Background: an optimization exercise with open tools, aiming at small area, a short achievable clock period and few clock cycles per item. Do not read the settings as production practice. Function was checked by simulation only, so behaviour that the tests miss may differ from the original. Power is estimated from default activity; no workload was simulated.

// ex_mem_top
module ex_mem_top #(
    parameter int DMEM_WORDS = 16
) (
    input  logic        clk_in,
    input  logic        reset,
    input  logic        rdy_in,
    input  logic [3:0]  issue_cmd,
    input  logic [31:0] issue_pc,
    input  logic [31:0] issue_rs1,
    input  logic [31:0] issue_rs2,
    input  logic [31:0] issue_imm,
    input  logic [4:0]  issue_rd,
    input  logic        issue_strobe,
    output logic        ex_busy,
    output logic [4:0]  wb_rd,
    output logic [31:0] wb_data,
    output logic        wb_strobe,
    output logic        branch_taken,
    output logic [31:0] branch_target
);
Size in the first run: about 210 I/O pins, ~28000 um2 of cells after synthesis.
Settings: LEC_CHECK=0, CAP_MARGIN=20, CORE_MARGIN=2, CORE_UTILIZATION=60, CTS_BUF_LIST=sky130_fd_sc_hd__clkbuf_8, CTS_CLUSTER_DIAMETER=50, CTS_CLUSTER_SIZE=16, SETUP_SLACK_MARGIN=2.7, SLEW_MARGIN=20, TNS_END_PERCENT=100; clock period 5.0 ns.
standard.sh (not shown) runs the stock make flow with config.mk's settings and CLKGATE_MAP_FILE= SYNTH_SCRIPT=/design/flow/synth_recipe.tcl, a recipe that flattens the netlist after the stock synthesis.
==> flow/flow/run.sh <==
#!/bin/bash
# Standard ORFS layout (the standard.sh, unchanged synthesis), with two
# make settings: the port buffers start as buf_1 (the resizer may still
# upsize them), and clock tree synthesis inserts no dummy loads.
set -euo pipefail
bash standard.sh \
  BUFFER_PORTS_ARGS="-buffer_cell sky130_fd_sc_hd__buf_1" \
  CTS_ARGS="-sink_clustering_enable -repair_clock_nets -sink_clustering_size 16 -sink_clustering_max_diameter 50 -buf_list sky130_fd_sc_hd__clkbuf_8 -dont_use_dummy_load -root_buf sky130_fd_sc_hd__clkbuf_16" \
  MATCH_CELL_FOOTPRINT=0 \
  finish > standard_make.log 2>&1
Testbench counts at the start, summed over its fixed seeds: cycles 16,016, ops 16,000.
Edit:
==> flow/flow/run.sh (replaced) <==
#!/bin/bash
set -euo pipefail
bash standard.sh \
  BUFFER_PORTS_ARGS="-buffer_cell sky130_fd_sc_hd__buf_1" \
  CTS_ARGS="-sink_clustering_enable -repair_clock_nets -sink_clustering_size 22 -sink_clustering_max_diameter 50 -buf_list sky130_fd_sc_hd__clkbuf_16 -dont_use_dummy_load" \
  MATCH_CELL_FOOTPRINT=0 \
  finish > standard_make.log 2>&1
Design area went up by 0.71%.
Setup slack improved by 0.051 ns.
Count of clock-buffer cells in the layout went down by 7.
Edit:
==> flow/flow/run.sh (replaced) <==
#!/bin/bash
# Standard ORFS layout (the standard.sh, unchanged synthesis), with two
# make settings: the port buffers start as buf_1 (the resizer may still
# upsize them), and clock tree synthesis inserts no dummy loads.
set -euo pipefail
bash standard.sh \
  BUFFER_PORTS_ARGS="-buffer_cell sky130_fd_sc_hd__buf_1" \
  CTS_ARGS="-sink_clustering_enable -repair_clock_nets -sink_clustering_size 16 -sink_clustering_max_diameter 50 -buf_list sky130_fd_sc_hd__clkbuf_8 -dont_use_dummy_load" \
  MATCH_CELL_FOOTPRINT=0 \
  finish > standard_make.log 2>&1
SETUP_SLACK_MARGIN = 2.6   (was 2.7)
- total power shrinks by 7.4%
- cell area shrinks by 2.9%
- non-clock buffer count shrinks by 23
- sequential power stays flat
- routed wire length grows by 0.38%
- setup slack is worse by 0.15 ns
- synthesized cell count stays the same
- cell count shrinks by 0.56%
- register-to-register slack is worse by 0.15 ns
Edit:
==> flow/flow/run.sh (replaced) <==
#!/bin/bash
set -euo pipefail
bash standard.sh \
  BUFFER_PORTS_ARGS="-buffer_cell sky130_fd_sc_hd__buf_1" \
  CTS_ARGS="-sink_clustering_enable -repair_clock_nets -sink_clustering_size 28 -sink_clustering_max_diameter 60 -buf_list sky130_fd_sc_hd__clkbuf_16 -dont_use_dummy_load" \
  MATCH_CELL_FOOTPRINT=0 \
  finish > standard_make.log 2>&1
SETUP_SLACK_MARGIN = 2.7   (was 2.6)
=>
- The new run passed the timing, DRC and antenna checks
- die area is unchanged
- synthesized cell count is unchanged
- non-clock buffer count rises by 20
- sequential share of layout area fell by 1.1 points
- critical path depth drops by 1
Edit:
==> flow/flow/run.sh (replaced) <==
#!/bin/bash
# Standard ORFS layout (the standard.sh, unchanged synthesis), with two
# make settings: the port buffers start as buf_1 (the resizer may still
# upsize them), and clock tree synthesis inserts no dummy loads.
set -euo pipefail
bash standard.sh \
  BUFFER_PORTS_ARGS="-buffer_cell sky130_fd_sc_hd__buf_1" \
  CTS_ARGS="-sink_clustering_enable -repair_clock_nets -sink_clustering_size 16 -sink_clustering_max_diameter 50 -buf_list sky130_fd_sc_hd__clkbuf_8 -dont_use_dummy_load" \
  finish > standard_make.log 2>&1
SETUP_SLACK_MARGIN = 2.8   (was 2.7)
After rerunning: The changed run passed the timing, DRC and antenna checks. Area after synthesis is unchanged. Clock power falls by 17%. Routed wire length goes up by 2.0%. Setup slack got worse by 0.016 ns.

== JK ==
The RTL this note starts from:
==> flow/design.v <==
`default_nettype none
package pipe_pkg;
    typedef logic [4:0] reg_addr_t;
    typedef logic [31:0] word_t;
    typedef logic [31:0] inst_addr_t;
    typedef logic [31:0] data_addr_t;
    typedef enum logic [3:0] {
        ADD = 4'd0,
        SUB = 4'd1,
        AND = 4'd2,
        OR  = 4'd3,
        XOR = 4'd4,
        SLT = 4'd5,
        SLL = 4'd6,
        SRL = 4'd7,
        BEQ = 4'd8,
        BNE = 4'd9,
        LW  = 4'd10,
        SW  = 4'd11,
        NOP = 4'd12
    } cmd_t;
    typedef struct packed {
        cmd_t       cmd;
        inst_addr_t pc;
        word_t      rs1;
        word_t      rs2;
        word_t      imm;
        reg_addr_t  rd;
    } issue_t;
    typedef struct packed {
        cmd_t       cmdtype;
        reg_addr_t  rsd_addr;
        word_t      rsd_data;
        logic       write_rsd;
        logic       branch;
        inst_addr_t branch_address;
        data_addr_t mem_addr;
        logic       mem_read;
    } ex_mem_t;
    typedef struct packed {
        reg_addr_t rd;
        word_t     data;
    } wb_t;
    typedef logic [5:0] stall_t;
    localparam int STALL_EX  = 3;
    localparam int STALL_MEM = 4;
endpackage
`default_nettype wire
`timescale 1ns/1ps
`default_nettype none
module ex_mem_top #(
    parameter int DMEM_WORDS = 16
) (
    input  logic        clk_in,
    input  logic        reset,
    input  logic        rdy_in,
    input  logic [3:0]  issue_cmd,
    input  logic [31:0] issue_pc,
    input  logic [31:0] issue_rs1,
    input  logic [31:0] issue_rs2,
    input  logic [31:0] issue_imm,
    input  logic [4:0]  issue_rd,
    input  logic        issue_strobe,
    output logic        ex_busy,
    output logic [4:0]  wb_rd,
    output logic [31:0] wb_data,
    output logic        wb_strobe,
    output logic        branch_taken,
    output logic [31:0] branch_target
);
    localparam logic [3:0] C_ADD = 4'd0;
    localparam logic [3:0] C_SUB = 4'd1;
    localparam logic [3:0] C_AND = 4'd2;
    localparam logic [3:0] C_OR  = 4'd3;
    localparam logic [3:0] C_XOR = 4'd4;
    localparam logic [3:0] C_SLT = 4'd5;
    localparam logic [3:0] C_SLL = 4'd6;
    localparam logic [3:0] C_SRL = 4'd7;
    localparam logic [3:0] C_BEQ = 4'd8;
    localparam logic [3:0] C_BNE = 4'd9;
    localparam logic [3:0] C_LW  = 4'd10;
    localparam logic [3:0] C_SW  = 4'd11;
    assign ex_busy = !rdy_in;
    logic accept;
    assign accept = issue_strobe && rdy_in;
    logic        d_br, d_sll, d_shift, d_inv, d_sw, d_wb, d_taken;
    logic [31:0] d_rs1, d_a, d_b;
    logic [5:0]  d_addr;
    always_comb begin
        d_br    = (issue_cmd == C_BEQ) || (issue_cmd == C_BNE);
        d_sll   = (issue_cmd == C_SLL);
        d_shift = (issue_cmd == C_SLL) || (issue_cmd == C_SRL);
        d_inv   = (issue_cmd == C_SUB) || (issue_cmd == C_SLT);
        d_sw    = (issue_cmd == C_SW);
        d_wb    = (issue_cmd <= C_SRL) || (issue_cmd == C_LW);
        d_taken = ((issue_rs1 == issue_rs2) == (issue_cmd == C_BEQ)) && d_br;
        d_addr  = issue_rs1[5:0] + issue_imm[5:0];
        for (int i = 0; i < 32; i++) d_rs1[i] = d_sll ? issue_rs1[31-i] : issue_rs1[i];
        if (d_shift && issue_rs2[4]) d_rs1 = {16'd0, d_rs1[31:16]};
        d_a = d_br ? issue_pc : (d_sw ? 32'd0 : d_rs1);
        d_b = d_br ? issue_imm : (d_inv ? ~issue_rs2 : issue_rs2);
    end
    logic        s_wb, s_br, s_sw;
    logic [31:0] s_a, s_p;
    logic        s_cin, s_g0, s_and, s_xor;
    logic        s_sum, s_slt, s_srl, s_sll;
    logic [15:0] s_sel;
    logic [3:0]  s_sh;
    logic [4:0]  s_rd;
    always_ff @(posedge clk_in) begin
        if (reset) begin
            s_wb <= 1'b0;
            s_br <= 1'b0;
            s_sw <= 1'b0;
        end else begin
            s_wb <= accept && d_wb;
            s_br <= accept && d_taken;
            s_sw <= accept && d_sw;
        end
    end
    always_ff @(posedge clk_in) begin
        s_a   <= d_a;
        s_p   <= d_a ^ d_b;
        s_cin <= d_inv;
        s_g0  <= (d_a[0] ^ d_b[0]) ? d_inv : d_a[0];
        s_and <= (issue_cmd == C_AND) || (issue_cmd == C_OR);
        s_xor <= (issue_cmd == C_XOR) || (issue_cmd == C_OR);
        s_sum <= (issue_cmd == C_ADD) || (issue_cmd == C_SUB) || d_br;
        s_slt <= (issue_cmd == C_SLT);
        s_srl <= (issue_cmd == C_SRL);
        s_sll <= d_sll;
        for (int w = 0; w < 16; w++)
            s_sel[w] <= (d_addr[5:2] == 4'(w)) && ((issue_cmd == C_LW) || d_sw);
        s_sh  <= issue_rs2[3:0];
        s_rd  <= issue_rd;
    end
    logic [31:0] dmem [DMEM_WORDS];
    logic [31:0] gn, pg, pp, ng, np, sum, lg, sh, sh_rev, rdata, result;
    logic        lt;
    int          j;
    always_comb begin
        gn = s_a & ~s_p;
        pg = gn;
        pp = s_p;
        pg[0] = s_g0;
        for (int l = 0; l < 5; l++) begin
            ng = pg;
            np = pp;
            for (int i = 0; i < 32; i++) begin
                if ((i >> l) & 1) begin
                    j = ((i >> l) << l) - 1;
                    ng[i] = pg[i] | (pp[i] & pg[j]);
                    np[i] = pp[i] & pp[j];
                end
            end
            pg = ng;
            pp = np;
        end
        sum = s_p ^ {pg[30:0], s_cin};
        lg  = ({32{s_and}} & gn) | ({32{s_xor}} & s_p);
        lt  = s_p[31] ? !pg[30] : s_a[31];
        sh  = s_a >> s_sh;
        for (int i = 0; i < 32; i++) sh_rev[i] = sh[31-i];
        rdata = '0;
        for (int w = 0; w < 16; w++) rdata = rdata | ({32{s_sel[w]}} & dmem[w]);
        result = ({32{s_sum}} & sum) | lg | {31'd0, s_slt & lt} |
                 ({32{s_srl}} & sh) | ({32{s_sll}} & sh_rev) |
                 rdata;
    end
    always_ff @(posedge clk_in) begin
        for (int w = 0; w < 16; w++) begin
            if (s_sw && s_sel[w]) dmem[w] <= s_p;
        end
    end
    logic        pend_wb, pend_br;
    logic [31:0] res;
    logic [4:0]  res_rd;
    always_ff @(posedge clk_in) begin
        if (reset) begin
            wb_strobe    <= 1'b0;
            branch_taken <= 1'b0;
            pend_wb      <= 1'b0;
            pend_br      <= 1'b0;
        end else begin
            wb_strobe    <= rdy_in && (s_wb || pend_wb);
            branch_taken <= rdy_in && (s_br || pend_br);
            pend_wb      <= !rdy_in && (s_wb || pend_wb);
            pend_br      <= !rdy_in && (s_br || pend_br);
        end
    end
    always_ff @(posedge clk_in) begin
        if (s_wb || s_br) begin
            res    <= result;
            res_rd <= s_rd;
        end
    end
    assign wb_data       = res;
    assign branch_target = res;
    assign wb_rd         = res_rd;
endmodule
`default_nettype wire
clock: 5.0 ns
lec_check: 0
cap_margin: 20
core_margin: 2
core_utilization: 60
cts_buf_list: sky130_fd_sc_hd__clkbuf_8
cts_cluster_diameter: 50
cts_cluster_size: 16
gpl_routability_driven: 0
setup_slack_margin: 2.7
slew_margin: 20
tns_end_percent: 100
==> flow/flow/run.sh <==
#!/bin/bash
set -euo pipefail
bash standard.sh \
  BUFFER_PORTS_ARGS="-buffer_cell sky130_fd_sc_hd__buf_1" \
  CTS_ARGS="-sink_clustering_enable -repair_clock_nets -sink_clustering_size 16 -sink_clustering_max_diameter 50 -buf_list sky130_fd_sc_hd__clkbuf_8 -dont_use_dummy_load" \
  MATCH_CELL_FOOTPRINT=0 \
  finish > standard_make.log 2>&1
Testbench counts of JK, summed over its fixed seeds: cycles 16,016, ops 16,000.
[inputs] MS vs JK
# JK
export LEC_CHECK = 0
export CAP_MARGIN = 20
export CORE_MARGIN = 2
export CORE_UTILIZATION = 60
export CTS_BUF_LIST = sky130_fd_sc_hd__clkbuf_8
export CTS_CLUSTER_DIAMETER = 50
export CTS_CLUSTER_SIZE = 16
export GPL_ROUTABILITY_DRIVEN = 0
export SETUP_SLACK_MARGIN = 2.7
export SLEW_MARGIN = 20
export TNS_END_PERCENT = 100
create_clock -name core_clock -period 5.0 [get_ports {clk_in}]
# MS
export LEC_CHECK = 0
export CAP_MARGIN = 5
export CORE_MARGIN = 2
export CORE_UTILIZATION = 60
export CTS_BUF_LIST = sky130_fd_sc_hd__clkbuf_8
export CTS_CLUSTER_DIAMETER = 50
export CTS_CLUSTER_SIZE = 16
export SETUP_SLACK_MARGIN = 2.7
export SLEW_MARGIN = 5
export TNS_END_PERCENT = 100
create_clock -name core_clock -period 5.0 [get_ports {clk_in}]
- MS vs JK: routed wire length up by a few percent
- MS vs. JK: cell area power density roughly the same; via count of the routed design rose about 0.5%; fraction of power consumed by combinational cells fell by 0.7 points; post-CTS resize count moved up.
- In MS the utilization turned out 0.49 points lower than in JK.
- Run comparison: JK capturing instance or port of the critical path res[23]; MS capturing instance or port of the critical path res[8]
Input-level comparison between AL and MS:
# MS
export LEC_CHECK = 0
export CAP_MARGIN = 5
export CORE_MARGIN = 2
export CORE_UTILIZATION = 60
export CTS_BUF_LIST = sky130_fd_sc_hd__clkbuf_8
export CTS_CLUSTER_DIAMETER = 50
export CTS_CLUSTER_SIZE = 16
export SETUP_SLACK_MARGIN = 2.7
export SLEW_MARGIN = 5
export TNS_END_PERCENT = 100
create_clock -name core_clock -period 5.0 [get_ports {clk_in}]
# AL
export LEC_CHECK = 0
export CAP_MARGIN = 20
export CORE_MARGIN = 2
export CORE_UTILIZATION = 60
export CTS_BUF_LIST = sky130_fd_sc_hd__clkbuf_8
export CTS_CLUSTER_DIAMETER = 50
export CTS_CLUSTER_SIZE = 16
export SETUP_SLACK_MARGIN = 2.8
export SLEW_MARGIN = 20
export TNS_END_PERCENT = 100
create_clock -name core_clock -period 5.0 [get_ports {clk_in}]
==> flow/flow/run.sh <==
#!/bin/bash
set -euo pipefail
bash standard.sh \
  BUFFER_PORTS_ARGS="-buffer_cell sky130_fd_sc_hd__buf_1" \
  CTS_ARGS="-sink_clustering_enable -repair_clock_nets -sink_clustering_size 28 -sink_clustering_max_diameter 60 -buf_list sky130_fd_sc_hd__clkbuf_16 -dont_use_dummy_load" \
  MATCH_CELL_FOOTPRINT=0 \
  finish > standard_make.log 2>&1
### Flow results
- Of AL and MS, the lower wire length on met3 belongs to MS.
- Final estimated routing congestion in global placement is lower on MS
- Re number of non-clock buffers: AL and MS aren't equal, and the lower value belongs to MS.
- Row number of nets in the final layout: AL higher / MS lower
- Both conditions hold for AL: the flow ran to the end and the final layout passed the timing, DRC and antenna checks.
### AL -> TR
# AL
export LEC_CHECK = 0
export CAP_MARGIN = 20
export CORE_MARGIN = 2
export CORE_UTILIZATION = 60
export CTS_BUF_LIST = sky130_fd_sc_hd__clkbuf_8
export CTS_CLUSTER_DIAMETER = 50
export CTS_CLUSTER_SIZE = 16
export SETUP_SLACK_MARGIN = 2.8
export SLEW_MARGIN = 20
export TNS_END_PERCENT = 100
create_clock -name core_clock -period 5.0 [get_ports {clk_in}]
# TR
export LEC_CHECK = 0
export CAP_MARGIN = 20
export CORE_MARGIN = 2
export CORE_UTILIZATION = 65
export CTS_CLUSTER_DIAMETER = 60
export CTS_CLUSTER_SIZE = 20
export SETUP_SLACK_MARGIN = 2.8
export SLEW_MARGIN = 20
export TNS_END_PERCENT = 100
create_clock -name core_clock -period 5.0 [get_ports {clk_in}]
==> flow/run.sh (new file) <==
#!/bin/bash
# synth_recipe.tcl (not shown) runs the flow's synth.tcl, then flattens the netlist and writes it again
# the make line also repeats each setting of config.mk as NAME=value (left out here)
make -C /OpenROAD-flow-scripts/flow DESIGN_CONFIG=/design/flow/config.mk WORK_HOME=/design/flow/orfs CLKGATE_MAP_FILE= SYNTH_SCRIPT=/design/flow/synth_recipe.tcl finish
removed: flow/flow/run.sh
removed: flow/standard.sh
## What came out
Worst hold slack: TR vs AL, no meaningful difference
Measured against each other, AL and TR differ in detailed-route vias per instance, the lower figure coming from AL.
Peak supply drop was lower in AL than in TR.
Comparing AL and TR, the lower sequential share of cell area was measured on TR.
Summary of TR over AL: number of nets in the final layout rose 14, final cell count lost 0.66%, floorplan die area now sits lower.
AL has a lower post-route core utilization than TR.
What PW does differently from TR at the input level:
# TR
export LEC_CHECK = 0
export CAP_MARGIN = 20
export CORE_MARGIN = 2
export CORE_UTILIZATION = 65
export CTS_CLUSTER_DIAMETER = 60
export CTS_CLUSTER_SIZE = 20
export SETUP_SLACK_MARGIN = 2.8
export SLEW_MARGIN = 20
export TNS_END_PERCENT = 100
create_clock -name core_clock -period 5.0 [get_ports {clk_in}]
# PW
export LEC_CHECK = 0
export CAP_MARGIN = 20
export CORE_MARGIN = 2
export CORE_UTILIZATION = 60
export CTS_BUF_LIST = sky130_fd_sc_hd__clkbuf_8
export CTS_CLUSTER_DIAMETER = 50
export CTS_CLUSTER_SIZE = 16
export SETUP_SLACK_MARGIN = 2.8
export SLEW_MARGIN = 20
export TNS_END_PERCENT = 100
create_clock -name core_clock -period 5.0 [get_ports {clk_in}]
==> flow/flow/run.sh (new file) <==
#!/bin/bash
# Standard ORFS layout (the standard.sh, unchanged synthesis), with two
# make settings: the port buffers start as buf_1 (the resizer may still
# upsize them), and clock tree synthesis inserts no dummy loads.
set -euo pipefail
bash standard.sh \
  BUFFER_PORTS_ARGS="-buffer_cell sky130_fd_sc_hd__buf_1" \
  CTS_ARGS="-sink_clustering_enable -repair_clock_nets -sink_clustering_size 16 -sink_clustering_max_diameter 50 -buf_list sky130_fd_sc_hd__clkbuf_8 -dont_use_dummy_load" \
  MATCH_CELL_FOOTPRINT=0 \
  finish > standard_make.log 2>&1
==> flow/standard.sh (new file) <==
#!/bin/bash
# synth_recipe.tcl (not shown) runs the flow's synth.tcl, then flattens the netlist and writes it again
# the make line also repeats each setting of config.mk as NAME=value (left out here)
make -C /OpenROAD-flow-scripts/flow DESIGN_CONFIG=/design/flow/config.mk WORK_HOME=/design/flow/orfs CLKGATE_MAP_FILE= SYNTH_SCRIPT=/design/flow/synth_recipe.tcl "${@:-finish}"
removed: flow/run.sh
Findings:
Measured against each other, TR and PW differ in average wire per cell in the routed design, the higher figure coming from TR. PW ends up with a total power that is about 10% lower than in TR. Routed wire length (higher): TR. TR and PW ended up with roughly the same wire length of the first global-routing pass. Going from TR to PW, share of cell area taken by flip-flops and latches grows by 2.7 points. Changes observed in PW relative to TR: met1 routed wirelength after detailed routing went up by 2700 um; final hold slack went down by 0.014 ns.

-- port drivers added, routing unchanged --
Ports are ideal in the flow. The routed layouts listed here were re-timed in OpenROAD. Step 1 sets driving cells, clkbuf_16 on the clock port and buf_2 on the other inputs (assumed; they add their load-dependent delay and slew). Step 2 times the ports against the registers' clock, not the clock port: input delays grow and output delays shrink by t, the midpoint of the rising clock arrivals with the driver on. Three values: no drivers, after step 1, after step 2; two values: the first two.
| run | t, ns | setup WS [ns] | worst setup path at the end | slew at the worst register clock pin (ns) | cell pins on the clock port's net |
|---|---|---|---|---|---|
| the first run of note 1 | 0.617 | 2.560 / 2.560 / 2.130 | input to register | 0.10 / 0.10 | 1 |
| the second run of note 1 | 0.636 | 2.611 / 2.611 / 2.074 | input to register | 0.09 / 0.09 | 1 |
| the third run of note 1 | 0.722 | 2.461 / 2.461 / 1.948 | input to register | 0.10 / 0.10 | 1 |
| the fourth run of note 1 | 0.627 | 2.568 / 2.568 / 2.117 | input to register | 0.11 / 0.11 | 1 |
| the fifth run of note 1 | 0.709 | 2.552 / 2.552 / 2.164 | input to register | 0.10 / 0.10 | 1 |
| JK | 0.721 | 2.496 / 2.496 / 2.049 | input to register | 0.11 / 0.11 | 1 |
| MS | 0.711 | 2.587 / 2.576 / 2.109 | input to register | 0.10 / 0.10 | 1 |
| AL | 0.633 | 2.571 / 2.571 / 2.221 | input to register | 0.10 / 0.10 | 1 |
| TR | 0.668 | 2.524 / 2.524 / 2.152 | input to register | 0.09 / 0.09 | 1 |
| PW | 0.719 | 2.628 / 2.570 / 2.155 | input to register | 0.11 / 0.11 | 1 |
After both steps every run listed still meets setup and hold. For the second run of note 1, which loses most, drivers alone change the setup slack by 0.000 ns; drivers and shift together by -0.537 ns.
